Source: an optimization exercise on an open RTL-to-GDS flow (aim: small area, a short achievable clock period and few clock cycles per item). Production flows keep margins and buffers that such runs may drop. At most, simulation tests tie the RTL to the original design; equivalence was not proved. Function not checked in run 2: the RTL went through the layout flow alone. Power figures rest on the tool's default switching activity, not on a simulated workload.

==> flow/design.v, too long to show whole: its modules and the start of the top module <==
// module conv2d_window_ctr: 5 lines
// module conv2d_engine: 3665 lines
// module conv2d_sat: 13 lines
// module conv2d_fa: 10 lines
// module conv2d_ha: 9 lines
module conv2d_engine #(
  parameter int IMG       = 7,
  parameter int KER       = 3,
  parameter int STRIDE    = 1,
  parameter int CH        = 2,
  parameter int WIDTH_BIT = 8,
  parameter int SHIFT     = 8,
  parameter int OUT       = (IMG - KER) / STRIDE + 1,
  parameter int RC_W      = $clog2(OUT) + 1
) (
  input  logic                            clock,
  input  logic                            nreset,
  input  logic                            start,
  input  logic [CH*IMG*IMG*WIDTH_BIT-1:0] inp_matrix,
  input  logic [CH*KER*KER*WIDTH_BIT-1:0] kernel,
  output logic                            busy,
  output logic                            done,
  output logic                            pix_valid,
  output logic [RC_W-1:0]                 pix_row,
  output logic [RC_W-1:0]                 pix_col,
  output logic [WIDTH_BIT-1:0]            pix_data,
  output logic [OUT*OUT*WIDTH_BIT-1:0]    out_matrix
);
  // ...
==> flow/flow/run.sh <==
#!/bin/bash
# The standard layout (standard.sh, all steps), with three changes to how it is made:
# - the port buffers are buf_1 cells (buffer_ports' default is a slow delay cell; timing
#   repair upsizes the ones on critical paths);
# - timing repair aims for 8.3 ns of setup slack instead of 0, so that it speeds up the
#   paths the 12 ns clock leaves slack on;
# - clock tree synthesis clusters up to 20 flip-flops within 100 um per leaf buffer and
#   adds no dummy loads.
# All output goes to standard.log here and to ORFS's logs under orfs/logs.
export BUFFER_PORTS_ARGS="-buffer_cell sky130_fd_sc_hd__buf_1"
export SETUP_SLACK_MARGIN=8.3
export CTS_ARGS="-sink_clustering_enable -repair_clock_nets -sink_clustering_size 20 -sink_clustering_max_diameter 100 -dont_use_dummy_load"
bash standard.sh > standard.log 2>&1
==> flow/standard.sh <==
#!/bin/bash
# synth_recipe.tcl (not shown) runs the flow's synth.tcl, then flattens the netlist and writes it again
# the make line also repeats each setting of config.mk as NAME=value (left out here)
make -C /OpenROAD-flow-scripts/flow DESIGN_CONFIG=/design/flow/config.mk WORK_HOME=/design/flow/orfs CLKGATE_MAP_FILE= SYNTH_SCRIPT=/design/flow/synth_recipe.tcl "${@:-finish}"
==> flow/config.mk <==
export PLATFORM = sky130hd
export DESIGN_NAME = conv2d_engine
export DESIGN_NICKNAME = conv2d_engine
export VERILOG_FILES = /design/flow/design.v
export SDC_FILE = /design/flow/constraint.sdc
export NUM_CORES = 4
export LEC_CHECK = 0
export CAP_MARGIN = 20
export CORE_MARGIN = 2
export CORE_UTILIZATION = 35
export SLEW_MARGIN = 20
export SYNTH_HIERARCHICAL = 1
export SYNTH_MINIMUM_KEEP_SIZE = 0
==> flow/constraint.sdc <==
create_clock -name core_clock -period 12.0 [get_ports {clock}]
set_input_delay 2.4000 -clock core_clock [delete_from_list [all_inputs] [get_ports {clock}]]
set_output_delay 2.4000 -clock core_clock [all_outputs]
set_load 0.01 [all_outputs]
==> results.ini, run 1 <==
[status]
status=no timing/DRC/antenna violations

[routing]
via_count=54300
wl_mm=347
drt_pre_antenna_iters=14
route.detailed.drc=0

[critical_path]
critPathCapture=cut0[99]
cp.depth=7

[placed_design]
placed_cell_area_um2=62600
portBuffers=1147
placed_cells=8111
dpl.hpwl_mm=283

[yosys]
avgSynthCellArea_um2=10.8
synth-simple-area-share_pct=6.68
synth_compound_area_share_pct=19.9
synth_cell_types=61

[floorplanning]
die_w_um=410
core-area_um2=163000
pin_count=1150
die_area_um2=168000

[finish]
fin_cells=8324
clkbuf_count=50

[power_and_ir_drop]
p_per_area_nw_per_um2=255
p_clk_mw=1.67

[job]
maxCapViolations=0

[min_path]
min_to=hi_a[10]

Testbench counts, summed over its fixed seeds: cycles 5,376, frames 192.
==> run 2: changes to the inputs <==
--- a/flow/design.v
+++ b/flow/design.v
@@ -22,36 +22,42 @@
   output logic                            done,
   output logic                            pix_valid,
   output logic [RC_W-1:0]                 pix_row,
   output logic [RC_W-1:0]                 pix_col,
   output logic [WIDTH_BIT-1:0]            pix_data,
   output logic [OUT*OUT*WIDTH_BIT-1:0]    out_matrix
 );
   localparam int NS = 2;    
-  logic [24:0] pos;
+  logic [4:0]  rs, cs;
+  logic [24:0] pos;                  
   logic        running;
   logic        active, last;
   logic [NS:0] vld, lst;             
   assign active = start | running;
-  assign last   = pos[24];
+  assign last   = rs[4] & cs[4];
   always_ff @(posedge clock or negedge nreset) begin
     if (!nreset) begin
-      pos     <= 25'd1;
+      rs      <= 5'b00001;
+      cs      <= 5'b00001;
       running <= 1'b0;
     end else if (active) begin
-      pos     <= {pos[23:0], pos[24]};
+      cs      <= {cs[3:0], cs[4]};
+      if (cs[4]) rs <= {rs[3:0], rs[4]};
       running <= !last;
     end
   end
+  always_comb
+    for (int p = 0; p < 25; p++)
+      pos[p] = rs[p / 5] & cs[p % 5];
   logic [7:0] w  [18];
   logic [7:0] wd [18];
   logic       row0;                  
   always_comb begin
-    row0 = pos[0] | pos[5] | pos[10] | pos[15] | pos[20];
+    row0 = cs[0];
     for (int ch = 0; ch < 2; ch++)
       for (int k = 0; k < 3; k++) begin
         for (int l = 0; l < 2; l++) begin
           wd[(ch*3 + k)*3 + l] = row0 ? 8'd0 : w[(ch*3 + k)*3 + l + 1];
           for (int r = 0; r < 5; r++)
             wd[(ch*3 + k)*3 + l] = wd[(ch*3 + k)*3 + l] |
               ({8{pos[5*r]}} & inp_matrix[((ch*7 + r + k)*7 + l)*8 +: 8]);
         end
==> run 2 against run 1 <==
Against the previous run:
- sequential power increased by 36%
- hold slack got worse by 21 ps
- utilization increased by 0.34 points
- clock-buffer cell count increased by 2
- clock power about the same
- total power increased by 77%
- maximum frequency decreased by 1.1%
- global-route usage decreased by 0.42 points
- sequential share of layout area decreased by 1.1 points
- register-to-register slack got worse by 40 ps
- largest cell class unchanged
==> results.ini, run 2 <==
[status]
status=no timing/DRC/antenna violations

[placed_design]
routabilityCongestion=1.06
portBuffers=1147  ; unchanged
placed_cells=8260  ; +1.8%
dpl.hpwl_mm=287  ; +1.6%

[finish]
nets=7828
largest_register_ffs=200
final_cell_mix=buf_1 (1,044), a22oi_1 (1,029), fa_1 (685), xnor2_1 (577), dfxtp_1 (514)
final_common_cell=buf_1
largest_register=out_matrix
syn2layout_area_growth_pct=13.5
drive_above_1_share_pct=9.94
reg_top3=out_matrix (200), cut0 (147), w (144)
fin_cells=8501  ; +2.1%

[critical_path]
crit_path_start_kind=flop
required_ps=12500
crit_family=buffers and inverters
cp_cell_sequence=buf_4 > buf_4 > and2_4 > buf_4 > a22oi_1 > nand3_1
crit_buf_inv=3
cp_data_arrival_time_ps=4270
path_max_fanout=52
crit_path_max_incr_delay_ps=640
critical_path_class=reg2reg
crit_slowest_cell=buf_4
worst_path_most_repeated_cell=buf_4
cp-end-kind=flop

[yosys]
synth_top_cell_area_share_pct=23.5
ys_top_cells_by_area=fa_1 (23%), dfxtp_1 (18%), a22oi_1 (13%), dfrtp_1 (9.6%), xnor2_1 (8.7%)
synth_top_area_cell=fa_1
yosysWarnings=19
avgSynthCellArea_um2=10.6  ; -1.3%
ys.flop_type=dfxtp_1
yosysMostFrequentCell=a22oi_1
synth_cell_types=83  ; +36%
async_flop_share_pct=29.6
netlist_top_cells_count=a22oi_1 (1,029), fa_1 (685), xnor2_1 (583)
syn_inst=5506
synth-seq-cells=764
synth_edf_count=0
syn_area_um2=58400
yosysSeqAreaShare_pct=28.1

[power_and_ir_drop]
leakage_nw=23.1
p_per_area_nw_per_um2=442  ; +73%
total_power_mw=29.3
vdd_drop_max_mv=0.770

[clock_network]
cts_tree=yes
cts_max_level=2
clkSlewWorstSetupHoldPaths_ps=90
cts_buffers=52
cts_root_buf=clkbuf_16
clock_path_buffers=3
cts_num_sinks=764
cts_hold_buf=0
clkLatencyLatePin_ps=720

[timing]
max_freq_mhz=265
timing.final.max_slew_violations=0
fin_tns_setup_ps=0
period_needed_ps=3770
finalClockSkew_ps=130
maxSlewHeadroom_pct=19.5
setup_violations=0
hold_viol=0
finalCritPeriodShare_pct=31.4
rsz0062_at_grt=yes
worstMarginPinSlew_ps=1210

[floorplanning]
core-area_um2=165000  ; +1.4%
start_util_pct=35.3
pin_count=1150  ; unchanged
die_w_um=413  ; +0.66%
num_rows=149
die_h_um=413
die_area_um2=170000  ; +1.3%

[global_routing]
antenna_found_initial=207
grt_pass1_vias=53100
grt_pass1_wl_mm=465
track_usage_pct=39.8
gr-total-overflow=0
grt_max_degree=170

[routing]
drt_pre_antenna_iters=14  ; unchanged
route.detailed.drc=0  ; unchanged
final_antenna_net_count=0
via_per_inst=6.52
wl_per_cell_um=41.3
wl_mm=351  ; +1.0%
via_count=55400  ; +2.0%
drt_iter0_drc=9654

[job]
maxCapViolations=0  ; unchanged

[min_path]
holdCritPathClass=reg2reg

[run 2: cell count changes in the layout (fill, tap and decap cells not counted), sizes merged, moves of 34 or more]
cell	previous run	this run
a21oi	9	72
a22oi	936	1029
nand4	152	54
a221oi	139	61
nand2	288	244
o22ai	0	79
clkbuf	54	97
nor3	7	41
[run 2: layer usage]
metal / part of all wire [%] / track usage [%]
met3: 12 / 13.9
met5: 0.18 / 0
met2: 43 / 58.8
met4: 8.9 / 30.5
met1: 36 / 47.5
[run 2: final cells by class]
| class | instances | area, um^2 |
|---|---|---|
| timing repair buffer | 1249 | 5560 |
| sequential | 764 | 16500 |
| antenna | 134 | 335 |
| tap | 2189 | 2740 |
| fill | 16500 | 99100 |
| multi-input combinational | 4078 | 39700 |
| inverter | 35 | 134 |
| clock buffer | 52 | 1300 |
[run 2: through the flow]
stage	hold WS, ps	instance area, um^2	worst slack, ps	utilization (%)
global placement	333	63400	6940	38.3
global route	336	66200	8260	40.0
floorplan	331	58400	8330	-
finish	334	66300	8230	40.1
CTS	336	65400	8210	39.5
detailed placement	338	63400	7560	38.3
[run 2: path summary, 6_finish.rpt]
| check | end | start | depth (start not counted) | slack [ps] |
|---|---|---|---|---|
| setup / recovery | w[7][5] | rs[4] | 6 | 8230 |
| hold reg to reg | lst[2] | lst[1] | 0 | 330 |
| hold / removal | lst[2] | lst[1] | 0 | 330 |
| setup reg to reg | w[7][5] | rs[4] | 6 | 8230 |
| max in group asynchronous | out_matrix[183] | nreset | 2 | 8620 |
| min in group asynchronous | out_matrix[25] | nreset | 1 | 1900 |
[run 2: cell families after synthesis]
| group | synth area share, % |
|---|---|
| xor+xnor | 10.6 |
| compound gates | 22.2 |
| flops | 28.1 |
| fa+ha+maj | 24.2 |
| other cells | 0.00642 |
| simple gates | 6.21 |
| buf+inv | 4.69 |
| mux | 4.03 |
[run 2: where the power goes]
part / switching [mW] / internal [mW] / leakage, nW
clock: 0.937 / 0.763 / 0.642
sequential: 1.43 / 3.84 / 7.46
combinational: 13.5 / 8.82 / 15.0
[run 2: Yosys stat by module, one instance, submodules excluded]
module / copies in the design / flip-flops and latches / cells / cell area (um^2)
conv2d_sat: 6 / 0 / 29 / 210
conv2d_ha: 9 / 0 / 1 / 12.5
conv2d_engine: 1 / 764 / 4640 / 43400
conv2d_fa: 683 / 0 / 1 / 20.0
[run 2: repair_timing]
| item | 4_1_cts | 5_1_grt |
|---|---|---|
| pin swaps | 1 | 6 |
| setup buffers | 31 | 17 |
| gates resized for setup | 150 | 120 |
| endpoints found under the setup margin | 252 | 266 |
| gates cloned | 2 | 2 |
[run 2: worst register-to-register path: cells and delay by family, from the launching register on]
| kind | cells | cell delay (ps) |
|---|---|---|
| simple gates | 2 | 990 |
| buf+inv | 3 | 1840 |
| compound gates | 1 | 210 |
| flops | 1 | 560 |

re-timing with driven ports:
How much do the figures lean on ideal ports? The routed layouts below were timed once more, with nothing changed but the port constraints. Step 1 sets driving cells, clkbuf_16 on the clock port and buf_2 on the other inputs (assumed; they add their load-dependent delay and slew). Step 2, shift: input delay + t, output delay - t, t = (earliest + latest rising clock arrival at the registers) / 2. This alone moves slack from input paths to output paths. Three values: no drivers, after step 1, after step 2; two values: the first two.
run | shift t [ns] | slack for setup (ns) | worst setup path at the end | worst register clock-pin slew, ns
run 1 | 0.727 | 8.271 / 8.265 / 7.881 | input to register | 0.10 / 0.10
run 2 | 0.732 | 8.231 / 8.197 / 7.632 | input to register | 0.10 / 0.10
After both steps setup and hold are still met in every run listed. The setup slack of run 2, which loses most, moves by -0.034 ns with the drivers and by -0.599 ns with both steps.
